What follows belongs to an exercise in optimizing a design on an open flow for small area and a short achievable clock period; a production flow would make more cautious choices. The RTL was checked by simulation tests, not by an equivalence proof against the original design. Power is estimated from default activity; no workload was simulated.

## scope_capture
module scope_capture #(
   parameter int ADDR_W  = 9,
   parameter int PRETRIG = 64,
   parameter int TIMEOUT = 4095
) (
   input  logic              clk,
   input  logic              reset,
   input  logic              sampleclk,
   input  logic [23:0]       snd_l,
   input  logic [23:0]       snd_r,
   input  logic              ch_sel,
   input  logic [7:0]        trig_level,
   input  logic              trig_rising,
   input  logic              arm,
   input  logic [ADDR_W-1:0] rd_addr,
   output logic [DISP_W-1:0] rd_data,
   output logic              busy,
   output logic              done,
   output logic              auto_trig
);
   localparam int DEPTH    = 1 << ADDR_W;
   localparam int POST_LEN = DEPTH - PRETRIG;
   localparam int CNT_W    = 12;
   localparam logic [CNT_W-1:0] PRE_LOAD  = CNT_W'(PRETRIG - 1);
   localparam logic [CNT_W-1:0] POST_LOAD = CNT_W'(POST_LEN - 2);
   localparam logic [CNT_W-1:0] TO_LOAD   = CNT_W'(TIMEOUT);
   logic              sync1_q, sync2_q, sync3_q;
   logic              busy_q, busy_d;
   logic              done_q, done_d;
   logic              pre_q, pre_d;
   logic              wait_q, wait_d;
   logic              trig_q, trig_d;
   logic              auto_q, auto_d;
   logic [CNT_W-1:0]  cnt_q, cnt_d;
   logic              shift_q, hold_q, shift_d;
   logic [DISP_W-1:0] wdata;    
   logic [DISP_W-1:0] prev;     
   logic [DISP_W-1:0] lvl;      
   logic [DISP_W-1:0] s_l, s_r;
   logic              prev_lt, prev_gt;
   logic              hit_l, hit_r, hit;
   logic              cnt_zero;
   logic              wait_tick;
   always_comb begin
      s_l   = {~snd_l[23], snd_l[22:16]};
      s_r   = {~snd_r[23], snd_r[22:16]};
      wdata = ch_sel ? s_r : s_l;
      lvl   = {~trig_level[7], trig_level[6:0]};
      prev_lt = prev < lvl;
      prev_gt = prev > lvl;
      hit_l = trig_rising ? (prev_lt && (s_l >= lvl)) : (prev_gt && (s_l <= lvl));
      hit_r = trig_rising ? (prev_lt && (s_r >= lvl)) : (prev_gt && (s_r <= lvl));
      hit   = ch_sel ? hit_r : hit_l;
      cnt_zero  = (cnt_q == '0);
      wait_tick = shift_q & wait_q;
      if (!busy_q) begin
         busy_d = arm;
         done_d = done_q & ~arm;
  ...
Size: ~13000 cells after synthesis, roughly 82 I/O pins, ~140000 um^2 of cells after synthesis.
clock: 6.0 ns
lec_check: 0
cap_margin: 75
core_margin: 2
core_utilization: 50
cts_cluster_diameter: 70
cts_cluster_size: 28
place_density: 0.8
setup_slack_margin: 3.5
slew_margin: 20
run.sh (not shown) runs the stock make flow with config.mk's settings and CLKGATE_MAP_FILE= SYNTH_SCRIPT=/design/flow/synth_recipe.tcl, a recipe that flattens the netlist after the stock synthesis.
Next try:
Settings changed: CAP_MARGIN 75 to 20, CTS_CLUSTER_DIAMETER 70 to 50, CTS_CLUSTER_SIZE 28 to 20, PLACE_DENSITY 0.8 to default.
Outcome: Non-clock buffer count is lower by 30; via count is higher by 0.80%; utilization is higher by 2.6 points; area after synthesis does not change; design area is higher by 4.7%; maximum frequency is lower by 1.1%; setup slack is worse by 0.032 ns; hold slack is worse by 0.015 ns.


scope_capture again, from the RTL that the note above started with.
Settings: LEC_CHECK=0, CAP_MARGIN=85, CORE_MARGIN=2, CORE_UTILIZATION=50, CTS_CLUSTER_DIAMETER=70, CTS_CLUSTER_SIZE=28, PLACE_DENSITY=0.8, SETUP_SLACK_MARGIN=3.5, SLEW_MARGIN=40; clock period 6.0 ns.
Edit:
- CAP_MARGIN: 85 -> 20
- PLACE_DENSITY: 0.8 -> not set
- SLEW_MARGIN: 40 -> 20
Result: Via count falls by 1.9%. Setup slack improved by 160 ps. Maximum frequency rises by about 5%. Clock-buffer cell count rises by 33. Combinational power falls by 2.9%. Core utilization falls by 0.67 points. Worst hold slack got worse by 7.7 ps.
Edit:
- PLACE_DENSITY: not set -> 0.8
Sequential share of layout area went up by 0.45 points.
Critical path depth went up by 3.
Wire length went down by 6.0%.
Setup slack degrades by 15 ps.
First-iteration DRC count went up by 19%.
Cell area went down by 0.81%.
Die area is unchanged.
Worst hold slack improves by 9.8 ps.
Count of clock-buffer cells in the layout went down by 18.

[static timing again, ports no longer ideal]
The flow's constraints put no driver on any port. The routed layouts listed below were extracted and timed again, unchanged, in two steps. Step 1, drivers: a clkbuf_16 drives clk and a buf_2 each remaining input, both assumed. Step 2, shift: input delay + t, output delay - t, t = (earliest + latest rising clock arrival at the registers) / 2. This alone moves slack from input paths to output paths. Three values: no drivers, after step 1, after step 2; two values: the first two.
run	t (ns)	slack for setup (ns)	hold slack, ns	worst setup path after step 2
the first run of note 1	0.991	3.009 / 3.006 / 2.015	0.372 / 0.349 / 0.372	input to register
the second run of note 1	1.013	2.977 / 2.900 / 1.887	0.358 / 0.358 / 0.358	input to register
the first run of note 2	1.004	2.756 / 2.781 / 1.777	0.369 / 0.369 / 0.369	input to register
the second run of note 2	0.990	2.912 / 2.873 / 1.884	0.362 / 0.362 / 0.362	input to register
the third run of note 2	0.970	2.897 / 2.829 / 1.859	0.372 / 0.372 / 0.372	input to register
After both steps every run listed still meets setup and hold. The setup slack of the second run of note 1, which loses most, moves by -0.077 ns with the drivers and by -1.090 ns with both steps.
